From an optimization exercise on the open Yosys and OpenROAD flow, aimed at small area, a short achievable clock period and few clock cycles per item; shortcuts taken in it are not production practice. The RTL was checked by simulation tests, not by an equivalence proof against the original design. Power figures rest on the tool's default switching activity, not on a simulated workload.

`flow/design.v`:
```
package alu_muldiv_control_pkg;
    localparam logic [3:0] ALU_AND  = 4'b0000;
    localparam logic [3:0] ALU_OR   = 4'b0001;
    localparam logic [3:0] ALU_ADD  = 4'b0010;
    localparam logic [3:0] ALU_XOR  = 4'b0011;
    localparam logic [3:0] ALU_SLL  = 4'b0100;
    localparam logic [3:0] ALU_SRL  = 4'b0101;
    localparam logic [3:0] ALU_SUB  = 4'b0110;
    localparam logic [3:0] ALU_SRA  = 4'b0111;
    localparam logic [3:0] ALU_SLT  = 4'b1000;
    localparam logic [3:0] ALU_SLTU = 4'b1001;
    localparam logic [1:0] ALUOP_MEM   = 2'b00;
    localparam logic [1:0] ALUOP_BR    = 2'b01;
    localparam logic [1:0] ALUOP_RTYPE = 2'b10;
    localparam logic [1:0] ALUOP_ITYPE = 2'b11;
    localparam logic [6:0] FUNCT7_BASE   = 7'b0000000;
    localparam logic [6:0] FUNCT7_ALT    = 7'b0100000;
    localparam logic [6:0] FUNCT7_MULDIV = 7'b0000001;
    localparam logic [2:0] F3_MUL    = 3'b000;
    localparam logic [2:0] F3_MULH   = 3'b001;
    localparam logic [2:0] F3_MULHSU = 3'b010;
    localparam logic [2:0] F3_MULHU  = 3'b011;
    localparam logic [2:0] F3_DIV    = 3'b100;
    localparam logic [2:0] F3_DIVU   = 3'b101;
    localparam logic [2:0] F3_REM    = 3'b110;
    localparam logic [2:0] F3_REMU   = 3'b111;
    typedef enum logic [2:0] {
        ST_IDLE = 3'b000,
        ST_PREP = 3'b001,
        ST_BUSY = 3'b010,
        ST_FIX  = 3'b011,
        ST_DONE = 3'b100
    } md_state_t;
endpackage
import alu_muldiv_control_pkg::*;
module alu_muldiv_control_add #(
    parameter int N = 66
) (
    input  logic [N-1:0] a,
    input  logic [N-1:0] b,
    input  logic         ci,
    output logic [N-1:0] s,
    output logic         co
);
    localparam int L = $clog2(N);
    logic [(L+1)*N-1:0] g, p;
    logic [N-1:0] p0, c;
    assign p0 = a ^ b;
    assign g[N-1:0] = a & b;
    assign p[N-1:0] = p0;
    for (genvar l = 0; l < L; l++) begin : g_lvl
        for (genvar i = 0; i < N; i++) begin : g_bit
            if (((i >> l) % 2) == 1) begin : g_node
                localparam int J = ((i >> l) << l) - 1;
                assign g[(l+1)*N+i] = g[l*N+i] | (p[l*N+i] & g[l*N+J]);
                assign p[(l+1)*N+i] = p[l*N+i] & p[l*N+J];
            end else begin : g_pass
                assign g[(l+1)*N+i] = g[l*N+i];
                assign p[(l+1)*N+i] = p[l*N+i];
            end
        end
    end
    assign c  = g[L*N +: N] | (p[L*N +: N] & {N{ci}});
    assign s  = p0 ^ {c[N-2:0], ci};
    assign co = c[N-1];
endmodule
module alu_muldiv_control_blen (
    input  logic [63:0] x,
    output logic        v,
    output logic [5:0]  p
);
    logic [31:0] v1, p1;
    logic [15:0] v2; logic [31:0] p2;
    logic [7:0]  v3; logic [23:0] p3;
    logic [3:0]  v4; logic [15:0] p4;
    logic [1:0]  v5; logic [9:0]  p5;
    logic        v6; logic [5:0]  p6;
    for (genvar i = 0; i < 32; i++) begin : g1
        assign v1[i] = x[2*i+1] | x[2*i];
        assign p1[i] = x[2*i+1];
    end
    for (genvar i = 0; i < 16; i++) begin : g2
        assign v2[i] = v1[2*i+1] | v1[2*i];
        assign p2[2*i +: 2] = v1[2*i+1] ? {1'b1, p1[2*i+1]} : {1'b0, p1[2*i]};
    end
    for (genvar i = 0; i < 8; i++) begin : g3
        assign v3[i] = v2[2*i+1] | v2[2*i];
        assign p3[3*i +: 3] = v2[2*i+1] ? {1'b1, p2[2*(2*i+1) +: 2]} : {1'b0, p2[2*(2*i) +: 2]};
    end
    for (genvar i = 0; i < 4; i++) begin : g4
        assign v4[i] = v3[2*i+1] | v3[2*i];
        assign p4[4*i +: 4] = v3[2*i+1] ? {1'b1, p3[3*(2*i+1) +: 3]} : {1'b0, p3[3*(2*i) +: 3]};
    end
    for (genvar i = 0; i < 2; i++) begin : g5
        assign v5[i] = v4[2*i+1] | v4[2*i];
        assign p5[5*i +: 5] = v4[2*i+1] ? {1'b1, p4[4*(2*i+1) +: 4]} : {1'b0, p4[4*(2*i) +: 4]};
    end
    assign v6 = v5[1] | v5[0];
    assign p6 = v5[1] ? {1'b1, p5[9:5]} : {1'b0, p5[4:0]};
    assign v  = v6;
    assign p  = p6;
endmodule
module alu_muldiv_control_muldiv_iter #(
    parameter int XLEN = 64
) (
    input  logic            clk,
    input  logic            i_capture,
    input  logic            i_prep,
    input  logic            i_step,
    input  logic            i_mul_step,
    input  logic            i_div_step,
    input  logic            i_last,
    input  logic            i_last_nx,
    input  logic            i_fix,
    input  logic            i_out,
    input  logic [2:0]      i_funct3,
    input  logic [XLEN-1:0] i_op_a,
    input  logic [XLEN-1:0] i_op_b,
    output logic [6:0]      o_cnt_init,
    output logic            o_fix,
    output logic            o_div,
    output logic [XLEN-1:0] o_result
);
    localparam int W = 68;            
    logic [67:0] r_zh;
    logic [63:0] r_zl;
    logic [64:0] r_x;
    logic [2:0]  r_f3;
    logic        r_sl, r_sh;          
    logic [6:0]  r_bll, r_blh;        
    logic        r_neg;               
    logic        r_hi;                
    logic [5:0]  r_bd;                
    logic [14:0] r_pc, r_nc;          
    logic        r_mh;                
    logic        r_use_zh, r_inv;     
    logic w_is_div, w_a_signed, w_b_signed;
    assign w_is_div   = i_funct3[2];
    assign w_a_signed = w_is_div ? !i_funct3[0] : (i_funct3 != F3_MULHU);
    assign w_b_signed = w_is_div ? !i_funct3[0] : (i_funct3 == F3_MULH || i_funct3 == F3_MUL);
    logic        w_sa, w_sb, w_va, w_vb;
    logic [5:0]  w_pa, w_pb;
    assign w_sa = w_a_signed && i_op_a[63];
    assign w_sb = w_b_signed && i_op_b[63];
    alu_muldiv_control_blen u_bla (.x(i_op_a ^ {64{w_sa}}), .v(w_va), .p(w_pa));
    alu_muldiv_control_blen u_blb (.x(i_op_b ^ {64{w_sb}}), .v(w_vb), .p(w_pb));
    logic [6:0]  w_bla, w_blb;
    logic        w_swap, w_lo_a;
    assign w_swap = {w_vb, w_pb} < {w_va, w_pa};
    assign w_lo_a = w_is_div || w_swap;
    assign w_bla = w_va ? ({1'b0, w_pa} + 7'd1) : 7'd0;
    assign w_blb = w_vb ? ({1'b0, w_pb} + 7'd1) : 7'd0;
    logic        p_div;
    logic [6:0]  p_la, p_lm, p_k, p_n, p_mul_sh;
    logic        p_bz, p_lt, p_cm, p_cx, p_neg;
    logic [63:0] p_mplier;
    logic [67:0] p_sh_in, p_sh_out;
    logic [6:0]  p_sh_amt;
    assign p_div = r_f3[2];
    assign o_div = p_div;
    assign p_bz  = (r_blh == 7'd0) && !r_sh;
    assign p_la  = r_bll + {6'd0, r_sl};
    assign p_lt  = p_la < r_blh;
    assign p_k   = p_la - r_blh;
    assign p_lm     = r_blh;
    assign p_cm     = r_sh;
    assign p_cx     = r_sl;
    assign p_mplier = r_zh[63:0];
    assign p_n      = (p_lm == 7'd0 && !p_cm) ? 7'd0 : ((p_lm + 7'd4) >> 2);
    assign p_mul_sh = 7'd68 - {p_n[4:0], 2'b00};
    assign p_sh_in  = {{4{p_div && r_sh}}, p_mplier};
    assign p_sh_amt = p_div ? p_k : p_mul_sh;
    assign p_sh_out = p_sh_in << p_sh_amt;
    assign p_neg = p_div && (r_f3[1] ? r_sl : ((r_sl ^ r_sh) && !p_bz));
    assign o_fix  = i_prep ? (p_neg || (!p_div && r_f3[1:0] != 2'b00)) : (r_neg || r_mh);
    always_comb begin
        if (p_div) o_cnt_init = (p_bz || p_lt) ? 7'd0 : (p_k + 7'd1);
        else       o_cnt_init = p_n;
    end
    logic        s_mul, s_div, s_use_zh, s_inv, s_ci;
    logic [63:0] s_sel;
    logic [W-1:0] s_in1, s_in2, s_in3, s_sum, s_car, s_res;
    logic        s_co, s_q;
    assign s_mul    = i_mul_step;
    assign s_div    = i_div_step;
    assign s_use_zh = r_use_zh;
    assign s_sel    = s_use_zh ? r_zh[63:0] : r_zl;
    assign s_inv    = r_inv;
    function automatic logic [5:0] booth2(input logic [4:0] t);
        booth2 = {(t[4] & !t[3] & !t[2]) | (!t[4] & t[3] & t[2]), t[3] ^ t[2], t[4],
                  (t[2] & !t[1] & !t[0]) | (!t[2] & t[1] & t[0]), t[1] ^ t[0], t[2]};
    endfunction
    logic [5:0]  b_nx;
    logic        b_one0, b_two0, b_neg0, b_one1, b_two1, b_neg1;
    logic [W-1:0] b_v0, b_v1;
    assign b_nx   = i_prep ? booth2({p_sh_out[67:64], !i_last_nx && p_sh_out[63]})
                           : booth2({r_zh[63:60], !i_last_nx && r_zh[59]});
    assign {b_two1, b_one1, b_neg1, b_two0, b_one0, b_neg0} = r_bd;
    assign b_v0   = ({{3{r_x[64]}}, r_x} & {W{b_one0}}) | ({{2{r_x[64]}}, r_x, 1'b0} & {W{b_two0}});
    assign b_v1   = ({r_x[64], r_x, 2'd0} & {W{b_one1}}) | ({r_x, 3'd0} & {W{b_two1}});
    logic s_fix_mh, r_fix_mh;
    assign s_fix_mh = r_fix_mh;
    always_comb begin
        if (s_mul) s_in1 = {s_sel, 3'b000, b_neg0};
        else       s_in1 = {4'd0, s_sel ^ {64{s_inv}}};
        if (s_fix_mh) begin
            s_in2 = {4'd0, m_pc};
            s_in3 = {4'b1111, ~m_nc};
        end else begin
            s_in2 = b_v0 ^ {W{b_neg0}};
            s_in3 = b_v1 ^ {W{b_neg1}};
        end
        if (s_mul)                 s_ci = b_neg1;
        else if (s_div)            s_ci = b_neg0;
        else if (s_fix_mh)         s_ci = 1'b1;
        else                       s_ci = s_inv;
    end
    assign s_sum = s_in1 ^ s_in2 ^ s_in3;
    assign s_car = (s_in1 & s_in2) | (s_in1 & s_in3) | (s_in2 & s_in3);
    alu_muldiv_control_add #(.N(W)) u_add (
        .a (s_sum),
        .b ({s_car[W-2:0], 1'b0}),
        .ci(s_ci),
        .s (s_res),
        .co(s_co)
    );
    assign s_q = s_co;
    logic        m_inc, m_dec;
    logic [1:0]  m_cs;
    logic [63:0] m_pc, m_nc;
    assign m_cs  = {1'b0, s_co} + {1'b0, s_car[W-1]};
    logic        m_k0, m_k1;
    assign m_k0  = b_neg0 ^ (r_x[64] && (b_one0 || b_two0));
    assign m_k1  = b_neg1 ^ (r_x[64] && (b_one1 || b_two1));
    assign m_inc = (m_cs == 2'd1 && !m_k0 && !m_k1) || (m_cs == 2'd2 && (m_k0 ^ m_k1));
    assign m_dec = (m_cs == 2'd0 && (m_k0 ^ m_k1)) || (m_cs == 2'd1 && m_k0 && m_k1);
    for (genvar k = 0; k < 16; k++) begin : g_carry
        if (k < 15) begin : g_in
            assign m_pc[4*k+7:4*k+4] = {3'b000, r_pc[k]};
            assign m_nc[4*k+7:4*k+4] = {3'b000, r_nc[k]};
        end else begin : g_low
            assign m_pc[3:0] = 4'b0000;
            assign m_nc[3:0] = 4'b0000;
        end
    end
    always_ff @(posedge clk) begin
        if (i_capture) begin
            r_bd  <= 6'd0;
            r_fix_mh <= 1'b0;
            r_zl  <= w_lo_a ? i_op_a : i_op_b;
            r_zh  <= {4'd0, w_lo_a ? i_op_b : i_op_a};
            r_f3  <= i_funct3;
            r_sl  <= w_lo_a ? w_sa : w_sb;
            r_sh  <= w_lo_a ? w_sb : w_sa;
            r_bll <= w_lo_a ? w_bla : w_blb;
            r_blh <= w_lo_a ? w_blb : w_bla;
            r_use_zh <= 1'b0;
            r_inv    <= w_is_div && w_sa;
        end else if (i_prep) begin
            r_bd <= (o_cnt_init == 7'd0) ? 6'd0 : (p_div ? {3'b000, 1'b0, 1'b1, !r_sh} : b_nx);
            r_fix_mh <= (o_cnt_init == 7'd0) && !p_div && (r_f3[1:0] != 2'b00);
            r_use_zh <= (o_cnt_init == 7'd0) && (p_div ? !r_f3[1] : (r_f3[1:0] != 2'b00));
            r_inv    <= (o_cnt_init == 7'd0) && p_div;
            r_pc  <= 15'd0;
            r_nc  <= 15'd0;
            r_mh  <= !p_div && (r_f3[1:0] != 2'b00);
            r_neg <= p_neg;
            if (p_div) begin
                r_zh <= {4'd0, {64{p_bz}}};
                r_zl <= s_res[63:0];
                r_x  <= p_sh_out[64:0];
                r_hi <= !r_f3[1];
            end else begin
                r_zh <= (p_n == 7'd0) ? 68'd0 : p_sh_out;
                r_zl <= 64'd0;
                r_x  <= {r_sl, s_res[63:0]};
                r_hi <= (r_f3[1:0] != 2'b00);
            end
        end else if (i_step) begin
            r_use_zh <= i_last && r_hi;
            r_fix_mh <= i_last && r_mh;
            r_inv    <= i_last && !r_mh;
            if (s_div) begin
                r_zh <= {r_zh[66:0], s_q};
                if (s_q) r_zl <= s_res[63:0];
                if (i_last) r_bd <= 6'd0;
                r_x  <= {r_x[64], r_x[64:1]};
            end else begin
                r_bd <= i_last ? 6'd0 : b_nx;
                r_pc <= {r_pc[13:0], m_inc};
                r_nc <= {r_nc[13:0], m_dec};
                r_zh <= {r_zh[63:0], s_res[W-1:64]};
                r_zl <= s_res[63:0];
            end
        end else if (i_fix) begin
            r_use_zh <= 1'b0;
            r_fix_mh <= 1'b0;
            r_zl <= s_res[63:0];
            r_hi <= 1'b0;
            r_mh <= 1'b0;
        end
    end
    assign o_result = s_sel;
endmodule
import alu_muldiv_control_pkg::*;
module alu_muldiv_control #(
    parameter int XLEN     = 64,
    parameter bit ENABLE_M = 1'b1
) (
    input  logic            clk,
    input  logic            rst_n,
    input  logic [1:0]      alu_op,
    input  logic [6:0]      funct7,
    input  logic [2:0]      funct3,
    input  logic            in_valid,
    output logic            in_ready,
    input  logic [XLEN-1:0] op_a,
    input  logic [XLEN-1:0] op_b,
    input  logic            flush,
    output logic [3:0]      alu_control_signal,
    output logic            illegal,
    output logic            stall,
    output logic            out_valid,
    input  logic            out_ready,
    output logic [XLEN-1:0] md_result
);
    function automatic logic [3:0] alu_func_code(input logic [2:0] f3,
                                                 input logic       alt,
                                                 input logic       is_rtype);
        case (f3)
            3'b000:  alu_func_code = (alt && is_rtype) ? ALU_SUB : ALU_ADD;
            3'b001:  alu_func_code = ALU_SLL;
            3'b010:  alu_func_code = ALU_SLT;
            3'b011:  alu_func_code = ALU_SLTU;
            3'b100:  alu_func_code = ALU_XOR;
            3'b101:  alu_func_code = alt ? ALU_SRA : ALU_SRL;
            3'b110:  alu_func_code = ALU_OR;
            default: alu_func_code = ALU_AND;
        endcase
    endfunction
    logic [3:0] w_alu_code;
    logic       w_illegal, w_f7_std, w_m_op;
    assign w_f7_std = (funct7 == FUNCT7_BASE) || (funct7 == FUNCT7_ALT);
    assign w_m_op   = ENABLE_M && (alu_op == ALUOP_RTYPE) && (funct7 == FUNCT7_MULDIV);
    always_comb begin
        w_alu_code = ALU_ADD;
        w_illegal  = 1'b0;
        case (alu_op)
            ALUOP_MEM: w_alu_code = ALU_ADD;
            ALUOP_BR:  w_alu_code = ALU_SUB;
            ALUOP_RTYPE: begin
                if (w_f7_std) begin
                    w_alu_code = alu_func_code(funct3, funct7[5], 1'b1);
                end else if (funct7 == FUNCT7_MULDIV) begin
                    w_illegal = !ENABLE_M;
                end else begin
                    w_illegal = 1'b1;
                end
            end
            default: w_alu_code = alu_func_code(funct3, funct7[5], 1'b0);
        endcase
    end
    assign alu_control_signal = w_alu_code;
    assign illegal            = w_illegal;
    alu_muldiv_control_pkg::md_state_t r_state, w_state_nx;
    logic [6:0] r_cnt;
    logic       r_last, r_prep, r_busy, r_fix, r_out, r_mul_step, r_div_step;
    logic [6:0] w_cnt_init;
    logic       w_fix, w_div, w_accept, w_in_ready, w_last_nx;
    assign w_in_ready = (r_state == ST_IDLE) || ((r_state == ST_DONE) && out_ready);
    assign w_accept   = w_in_ready && in_valid && w_m_op && !flush;
    always_comb begin
        w_state_nx = r_state;
        if (!rst_n || flush) begin
            w_state_nx = ST_IDLE;
        end else begin
            case (r_state)
                ST_IDLE: if (w_accept) w_state_nx = ST_PREP;
                ST_PREP: w_state_nx = (w_cnt_init != 7'd0) ? ST_BUSY : (w_fix ? ST_FIX : ST_DONE);
                ST_BUSY: if (r_last) w_state_nx = w_fix ? ST_FIX : ST_DONE;
                ST_FIX:  w_state_nx = ST_DONE;
                default: if (out_ready) w_state_nx = w_accept ? ST_PREP : ST_IDLE;
            endcase
        end
    end
    always_ff @(posedge clk) begin
        r_state <= w_state_nx;
        r_prep  <= (w_state_nx == ST_PREP);
        r_busy  <= (w_state_nx == ST_BUSY);
        r_fix   <= (w_state_nx == ST_FIX);
        r_out   <= (w_state_nx == ST_FIX) || (w_state_nx == ST_DONE);
        r_mul_step <= (w_state_nx == ST_BUSY) && !w_div;
        r_div_step <= (w_state_nx == ST_BUSY) && w_div;
    end
    assign w_last_nx = r_prep ? (w_cnt_init == 7'd1) : (r_cnt == 7'd2);
    always_ff @(posedge clk) begin
        if (r_prep) r_cnt <= w_cnt_init;
        else        r_cnt <= r_cnt - 7'd1;
        r_last <= w_last_nx;
    end
    assign in_ready  = w_in_ready;
    assign out_valid = (r_state == ST_DONE);
    assign stall     = ((r_state != ST_IDLE) && !((r_state == ST_DONE) && out_ready)) ||
                       (w_in_ready && in_valid && w_m_op);
    alu_muldiv_control_muldiv_iter #(.XLEN(XLEN)) u_muldiv (
        .clk       (clk),
        .i_capture (w_in_ready),
        .i_prep    (r_prep),
        .i_step    (r_busy),
        .i_mul_step(r_mul_step),
        .i_div_step(r_div_step),
        .i_last    (r_last),
        .i_last_nx (w_last_nx),
        .i_fix     (r_fix),
        .i_out     (r_out),
        .i_funct3  (funct3),
        .i_op_a    (op_a),
        .i_op_b    (op_b),
        .o_cnt_init(w_cnt_init),
        .o_fix     (w_fix),
        .o_div     (w_div),
        .o_result  (md_result)
    );
endmodule
```
`flow/run.sh`:
```
#!/bin/bash
# synth_recipe.tcl (not shown) runs the flow's synth.tcl, then flattens the netlist and writes it again
# the make line also repeats each setting of config.mk as NAME=value (left out here)
make -C /OpenROAD-flow-scripts/flow DESIGN_CONFIG=/design/flow/config.mk WORK_HOME=/design/flow/orfs CLKGATE_MAP_FILE= SYNTH_SCRIPT=/design/flow/synth_recipe.tcl finish
```
`flow/config.mk`:
```
export PLATFORM = sky130hd
export DESIGN_NAME = alu_muldiv_control
export DESIGN_NICKNAME = alu_muldiv_control
export VERILOG_FILES = /design/flow/design.v
export SDC_FILE = /design/flow/constraint.sdc
export NUM_CORES = 4
export LEC_CHECK = 0
export ABC_AREA = 1
export CAP_MARGIN = 20
export CORE_MARGIN = 2
export CORE_UTILIZATION = 40
export SETUP_SLACK_MARGIN = 3
export SLEW_MARGIN = 20
```
`flow/constraint.sdc`:
```
create_clock -name core_clock -period 8.0 [get_ports {clk}]
set_input_delay 1.6000 -clock core_clock [delete_from_list [all_inputs] [get_ports {clk}]]
set_output_delay 1.6000 -clock core_clock [all_outputs]
set_load 0.01 [all_outputs]
```
==> impl_metrics.py, run 1 <==
metrics = {
    "critical_path": {
        "start_kind": "input port",
        "reg2reg_slack_ns": 3.08,
        "reg2reg_depth": 24,
        "worstSetupPathType": "in -> reg",
        "crit_family": "simple AND/OR/NAND/NOR gates",
        "critPathMaxFanout": 8,
        "r2r-end": "u_muldiv.r_zl[39]",
        "rr_startpoint": "u_muldiv.r_use_zh",
        "cpPeakStageDelay_ns": 0.30,
        "cp.arrival_ns": 5.27,
        "crit_slowest_cell": "a2111oi_4",
        "endpoint_kind": "register",
        "worst-path-buf-inv": 8,
        "required_ns": 8.33,
    },
    "synth": {
        "syn-instance-count": 5600,
        "synth.avg_cell_area_um2": 6.083,
        "async_reset_ff_frac": 0,
        "yosys.cell_count.top_type": "nand2_1",
        "ys_seq_area_frac": 0.2309,
        "yosysUniqueCellTypes": 56,
        "ys_ff_latch": 270,
        "netlist.area_leader.share": 0.2168,
        "synth.cell_area_um2": 34070,
        "synth-edff-count": 246,
        "synth.area.top_cells": "edfxtp_1 (22%), nand2_1 (20%), nand3_1 (11%), o21ai_0 (8.1%), inv_1 (6.9%)",
        "synth_fp_nets": 5907,
        "synthFlopType": "edfxtp_1",
        "synth.top_cells.by_count": "nand2_1 (1810), nand3_1 (716), inv_1 (626)",
        "synth.largest_area_cell": "edfxtp_1",
        "ys_warn_count": 2,
    },
    "cts": {
        "hold_buffers": 0,
        "cts-root-buf": "clkbuf_16",
        "clock_path_buffers": 3,
        "cts.sinks": 270,
        "cts_tree": "built",
        "clk_pin_slew_ns": 0.06,
        "cts_made_buffers": 35,
        "h-tree-depth": 2,
        "worstSkewPairLatency_ns": 0.58,
    },
    "global_route": {
        "gr-total-overflow": 0,
        "grt_util_all_layers": 0.3782,
        "grt_pass1_wl_um": 243400,
        "antenna_found_initial": 12,
        "grt_pass1_vias": 36110,
        "grt_max_degree": 99,
    },
    "run_status": {
        "status": "finished clean",
    },
    "placed_design": {
        "dpl.hpwl_um": 130400,
        "gp_congestion": 1.030,
        "portBuffers": 216,
        "dpl_worst_slack_ns": 1.075,
        "placed_cells": 6716,
    },
    "die": {
        "dieArea_um2": 87520,
        "initial_utilization": 0.4020,
        "die_w_um": 295.8,
        "ios": 217,
        "coreArea_um2": 84750,
        "std_cell_rows": 107,
        "die_height_um": 295.8,
    },
    "power_and_ir_drop": {
        "p_per_area_nw_per_um2": 246.7,
        "ir_drop_uv": 194.5,
        "leakagePower_nw": 19.61,
        "finalPower_w": 0.01028,
    },
    "sta": {
        "fin_crit_ns": 4.938,
        "tightest_slew_ns": 1.134,
        "rsz0062_at_grt": "true",
        "final.period_utilization": 0.6173,
        "setup_ws_ns": 3.062,
        "finalMaxSlewViolations": 0,
        "max_clock_freq_mhz": 202.5,
        "finalSetupViolCount": 0,
        "skew_ns": 0.03092,
        "finalSetupTns_ns": 0,
        "hold_viol": 0,
        "maxSlewHeadroom": 0.2438,
    },
    "final_layout": {
        "instances_no_fill": 6908,
        "layout-drive-gt1-share": 0.1104,
        "nets": 6042,
        "area_growth_pct": 22.35,
        "final_util": 0.4918,
        "fill_cells": 8757,
    },
    "worst_hold_path": {
        "hp-class": "reg -> reg",
        "holdPathStages": 1,
        "worstHoldStart": "r_cnt[0]",
        "min_to": "r_cnt[0]",
    },
    "drt": {
        "vias": 41352,
        "drc": 0,
        "drt_iter0_markers": 5900,
        "viasPerCell": 5.986,
        "postRouteAntennaNets": 0,
        "routed_wl_um": 177300,
        "wl_per_cell_um": 25.67,
        "detailedRoute.firstPassIterationCount": 6,
    },
    "run": {
        "maxCapViolCount": 0,
    },
}
==> per-stage QoR <==
step                      hold WS (ns)  cell area, um2
after floorplan                 0.4115           34100
after global placement          0.4278           37090
after detailed placement        0.4333           37100
after CTS                       0.4415           39720
after global routing            0.4991           41680
final                           0.4382           41680
==> layout by cell type (no fill, tap or decap), drive strengths merged, types with 26 or more instances in the layout <==
| cell | count |
|---|---|
| o211ai | 31 |
| a22oi | 29 |
| clkbuf | 65 |
| nor3 | 26 |
| edfxtp | 246 |
| inv | 633 |
| a21oi | 246 |
| o221ai | 67 |
| buf | 202 |
| xor2 | 50 |
| ha | 93 |
| nor2 | 231 |
| o22ai | 152 |
| clkdlybuf4s50 | 205 |
| o21ai | 584 |
| fa | 69 |
| nand2 | 1826 |
| nand4 | 66 |
| nand3 | 722 |
==> repair_timing <==
| action | 4_1_cts | 5_1_grt |
|---|---|---|
| gates resized for setup | 228 | 315 |
| setup buffers | 43 | 44 |
| setup endpoints to repair | 263 | 253 |
| pin swaps | 14 | 74 |
| cloned | 15 | 24 |
==> how the worst max path moves through the flow <==
stage | end | cells past startpoint | slack [ns] | startpoint
after floorplan | u_muldiv.r_zl[0] | 27 | 3.04 | u_muldiv.r_use_zh
final | u_muldiv.r_zh[48] | 26 | 3.06 | funct3[1]
after CTS | u_muldiv.r_zl[19] | 28 | 2.75 | funct3[1]
after detailed placement | u_muldiv.r_zl[7] | 26 | 1.07 | funct3[2]
after global placement | u_muldiv.r_zh[9] | 26 | 1.14 | funct3[2]
after global routing | u_muldiv.r_zh[33] | 22 | 2.93 | u_muldiv.r_sl
==> power breakdown <==
group	total [W]	switching [W]	internal, W
combinational	0.00661	0.00472	0.00188
sequential	0.00186	0.000140	0.00172
clock	0.00181	0.000723	0.00109
total	0.0103	0.00559	0.00469
==> sequential cells by signal (all words and copies together), names as in the netlist, 7 cells and up <==
| name | count |
|---|---|
| r_cnt | 7 |
| u_muldiv.r_blh | 7 |
| u_muldiv.r_bll | 7 |
| u_muldiv.r_nc | 15 |
| u_muldiv.r_pc | 15 |
| u_muldiv.r_x | 65 |
| u_muldiv.r_zh | 64 |
| u_muldiv.r_zl | 64 |
==> cells by family (layout without fill, tap and decap cells) <==
kind of cell | count (synthesis) | after routing | share of synthesized area
AOI/OAI and AO/OA | 1187 | 1187 | 0.1977
xor gates and xnor gates | 62 | 62 | 0.01594
adders and majority gates | 162 | 162 | 0.07471
buffers and inverters | 995 | 1149 | 0.1162
DFF | 270 | 270 | 0.2309
muxes | 13 | 13 | 0.003820
other | 0 | 2 | 0
and+or+nand+nor | 2911 | 2919 | 0.3607
==> per-layer routing <==
layer	vias up	track usage	routed length, um
li1	19082	-	-
met1	19281	0.5214	71000
met2	2592	0.5561	73760
met3	381	0.1145	24050
met4	16	0.1342	8406
met5	-	0	104
==> cell type report <==
cell class / instances / area [um2] / area share
antenna: 2 / 5.005 / 0.0001201
clock buffer: 42 / 997.2 / 0.02392
clock inverter: 22 / 286.5 / 0.006874
inverter: 647 / 2549 / 0.06115
multi-input combinational: 4343 / 23710 / 0.5689
sequential: 270 / 7886 / 0.1892
tap: 1144 / 1431 / 0.03434
timing repair buffer: 435 / 4790 / 0.1149
timing repair inverter: 3 / 25.02 / 0.0006004
Testbench counts, summed over its fixed seeds: cycles 27,724, ops 2,400.
==> run 2: changes to the inputs <==
--- a/flow/config.mk
+++ b/flow/config.mk
@@ -10,4 +10,4 @@
 export CORE_MARGIN = 2
 export CORE_UTILIZATION = 40
-export SETUP_SLACK_MARGIN = 3
+export SETUP_SLACK_MARGIN = 3.25
 export SLEW_MARGIN = 20
==> impl_metrics.py, run 2 <==
metrics = {
    "power_and_ir_drop": {
        "leakagePower_nw": 20.33,
        "ir_drop_uv": 208.1,
        "p_per_area_nw_per_um2": 237.6,
    },
    "run": {
        "maxCapViolCount": 0,
    },
    "critical_path": {
        "crit_slowest_cell": "o31ai_1",
        "critPathMaxFanout": 16,
        "reg2reg_depth": 18,
        "path_cells": "buf_12 -> nand2_8 -> buf_12 -> buf_12 -> nand3_4 -> buf_6 -> nand3_1 -> o21ai_2 -> nand2_2 -> nor2_4 -> o31ai_1 -> a21oi_2 -> inv_2 -> ha_2 -> a21oi_2 -> nor2_4 -> a211oi_4 -> nand2_4 -> buf_4 -> buf_12 -> buf_16 -> nand3_1 -> nand3_1 -> nand2_1",
        "required_ns": 8.32,
        "endpoint_kind": "register",
        "crit_path_frequent_cell": "buf_12",
        "worstSetupPathType": "in -> reg",
        "reg2reg_slack_ns": 3.23,
        "r2r-end": "u_muldiv.r_zh[45]",
        "cpPeakStageDelay_ns": 0.78,
        "start_kind": "input port",
        "cp.arrival_ns": 5.17,
        "rr_startpoint": "u_muldiv.r_sl",
    },
    "final_layout": {
        "nets": 6118,
        "top_regs": "u_muldiv.r_x (65), u_muldiv.r_zh (64), u_muldiv.r_zl (64)",
        "layout-drive-gt1-share": 0.1584,
        "top_register": "u_muldiv.r_x",
        "area.sequential_um2": 7889,
        "largest_register_ffs": 65,
        "design_area_um2": 43940,
        "layout_commonest_cell": "nand2_1",
        "fill_cells": 8413,
        "final_cell_mix": "nand2_1 (1682), nand3_1 (665), inv_1 (560)",
        "area_growth_pct": 28.97,
        "multiInputGateArea_um2": 24930,
    },
    "cts": {
        "cts-root-buf": "clkbuf_16",
        "clock_path_buffers": 3,
        "worstSkewPairLatency_ns": 0.58,
        "h-tree-depth": 2,
        "clk_pin_slew_ns": 0.06,
        "hold_buffers": 0,
        "cts_made_buffers": 37,
        "cts_tree": "built",
        "cts.sinks": 270,
    },
    "placed_design": {
        "portBuffers": 216,
        "gp_congestion": 1.056,
        "dpl.hpwl_um": 126400,
        "place_area_um2": 37090,
    },
    "synth": {
        "ys_seq_area_frac": 0.2309,
        "synth.cell_area_um2": 34070,
        "synth.area.top_cells": "edfxtp_1 (22%), nand2_1 (20%), nand3_1 (11%), o21ai_0 (8.1%), inv_1 (6.9%)",
        "synth.largest_area_cell": "edfxtp_1",
        "yosysUniqueCellTypes": 56,
        "async_reset_ff_frac": 0,
        "yosys.cell_count.top_type": "nand2_1",
        "netlist.area_leader.share": 0.2168,
        "syn-instance-count": 5600,
        "synth.avg_cell_area_um2": 6.083,
        "synth.top_cells.by_count": "nand2_1 (1810), nand3_1 (716), inv_1 (626)",
        "synthFlopType": "edfxtp_1",
        "ys_ff_latch": 270,
        "synth_fp_nets": 5907,
        "ys_warn_count": 2,
        "synth-edff-count": 246,
    },
    "sta": {
        "tightest_slew_ns": 1.215,
        "rsz0062_at_grt": "true",
        "final.period_utilization": 0.6065,
        "hold_viol": 0,
        "maxSlewHeadroom": 0.1898,
        "max_clock_freq_mhz": 206.1,
        "fin_crit_ns": 4.852,
        "finalSetupTns_ns": 0,
        "finalMaxSlewViolations": 0,
        "skew_ns": 0.02046,
        "finalSetupViolCount": 0,
    },
    "worst_hold_path": {
        "holdPathStages": 1,
        "min_to": "r_cnt[0]",
        "hp-class": "reg -> reg",
        "worstHoldStart": "r_cnt[0]",
    },
    "global_route": {
        "grt_pass1_wl_um": 246900,
        "grt_pass1_vias": 37073,
        "gr-total-overflow": 0,
        "grt_max_degree": 98,
        "grt_util_all_layers": 0.3812,
        "antenna_found_initial": 10,
    },
    "drt": {
        "viasPerCell": 6.093,
        "drt_iter0_markers": 6471,
        "routed_wl_um": 177400,
        "drc": 0,
        "wl_per_cell_um": 25.38,
        "detailedRoute.firstPassIterationCount": 7,
        "vias": 42577,
        "postRouteAntennaNets": 0,
    },
    "die": {
        "dieArea_um2": 87520,
        "std_cell_rows": 107,
        "die_w_um": 295.8,
        "die_height_um": 295.8,
        "coreArea_um2": 84750,
        "ios": 217,
        "initial_utilization": 0.4020,
    },
    "run_status": {
        "status": "finished clean",
    },
}
==> run 2: cell counts after synthesis <==
Identical to the previous run, type by type.
==> run 2: cells by family after synthesis <==
logic type      after synthesis  synth area share
simple gates               2911            0.3607
compound gates             1187            0.1977
buf+inv                     995            0.1162
flops                       270            0.2309
fa+ha+maj                   162           0.07471
xor+xnor                     62           0.01594
mux                          13          0.003820
==> run 2: through the flow <==
| stage | hold slack (ns) | instances | total power (W) | setup WS (ns) | util |
|---|---|---|---|---|---|
| 6_report | 0.4503 | 6988 | 0.01044 | 3.148 | 0.5185 |
| 5_1_grt | 0.4642 | 6987 | 0.01085 | 3.086 | 0.5184 |
| 4_1_cts | 0.4523 | 6881 | 0.009577 | 3.168 | 0.4819 |
| 3_5_place_dp | 0.4455 | 6712 | 0.007602 | 0.9797 | 0.4377 |
| 3_3_place_gp | 0.4253 | 6712 | 0.007602 | 1.016 | 0.4377 |
| 2_1_floorplan | 0.4115 | 5600 | 0.005496 | 3.258 | - |
==> run 2: critical path: cells and delay by family <==
kind / cells / cell delay, ns
simple gates: 10 / 1.19
buf+inv: 8 / 1.12
compound gates: 5 / 1.06
fa+ha+maj: 1 / 0.17
==> run 2: routing by layer <==
| layer | vias up | wire [um] | GRT usage |
|---|---|---|---|
| li1 | 19279 | - | - |
| met1 | 19783 | 68650 | 0.5187 |
| met2 | 2999 | 72730 | 0.5500 |
| met3 | 510 | 24990 | 0.1140 |
| met4 | 6 | 10860 | 0.1766 |
| met5 | - | 149 | 0.01053 |
==> run 2: cell type report <==
| cell class | count | share of cell area |
|---|---|---|
| inverters | 647 | 0.05861 |
| multi-input cells | 4341 | 0.5674 |
| flip-flops and latches | 270 | 0.1795 |
| well taps | 1144 | 0.03258 |
| clock buffers | 45 | 0.02221 |
| repair buffers | 513 | 0.1356 |
| repair inverters | 1 | 0.0001993 |
| clock inverters | 21 | 0.003503 |
| diodes | 6 | 0.0003417 |
==> run 2: worst max path at each step <==
stage | startpoint | slack [ns] | end | depth (start not counted)
2_1_floorplan | u_muldiv.r_use_zh | 3.26 | u_muldiv.r_zl[0] | 27
3_3_place_gp | funct3[2] | 1.02 | u_muldiv.r_zh[52] | 24
3_5_place_dp | funct3[2] | 0.98 | u_muldiv.r_zh[61] | 24
4_1_cts | u_muldiv.r_sl | 3.17 | u_muldiv.r_zh[52] | 21
5_1_grt | funct3[2] | 3.09 | u_muldiv.r_zh[32] | 23
6_report | funct3[0] | 3.15 | u_muldiv.r_zl[1] | 24
==> run 2: where the power goes <==
group / leakage [nW] / switching, W / internal, W
logic: 17.1 / 0.00483 / 0.00209
clock network: 0.565 / 0.000718 / 0.000931
registers: 2.62 / 0.000148 / 0.00172
total: 20.3 / 0.00569 / 0.00474
==> run 2: repair_timing <==
action                     4_1_cts  5_1_grt
pin swaps                       43      145
setup endpoints to repair      273      261
gates cloned                    27       22
buffers inserted                76       79
gates resized for setup        434      515

==> port drivers added, routing unchanged <==
No port has a modelled driver above. Below, the same layouts with a new extraction and two added sets of constraints.
Step 1 assumes that a clkbuf_16 drives the clock port and a buf_2 every other input.
Step 2, shift: input delay + t, output delay - t, t = (earliest + latest rising clock arrival at the registers) / 2. This alone moves slack from input paths to output paths.
a / b / c = ideal ports / drivers / drivers and shift; a / b = the first two.
run	t, ns	slack for setup (ns)	clock arrival spread, ns	worst data-port slew with drivers (ns)	pins driven straight from the clock port
run 1	0.631	3.062 / 3.084 / 2.474	0.031 / 0.031	0.09	1
run 2	0.639	3.148 / 3.152 / 2.513	0.021 / 0.020	0.09	1
After both steps setup and hold are still met in every run listed. The setup slack of run 2, which loses most, moves by +0.004 ns with the drivers and by -0.635 ns with both steps.
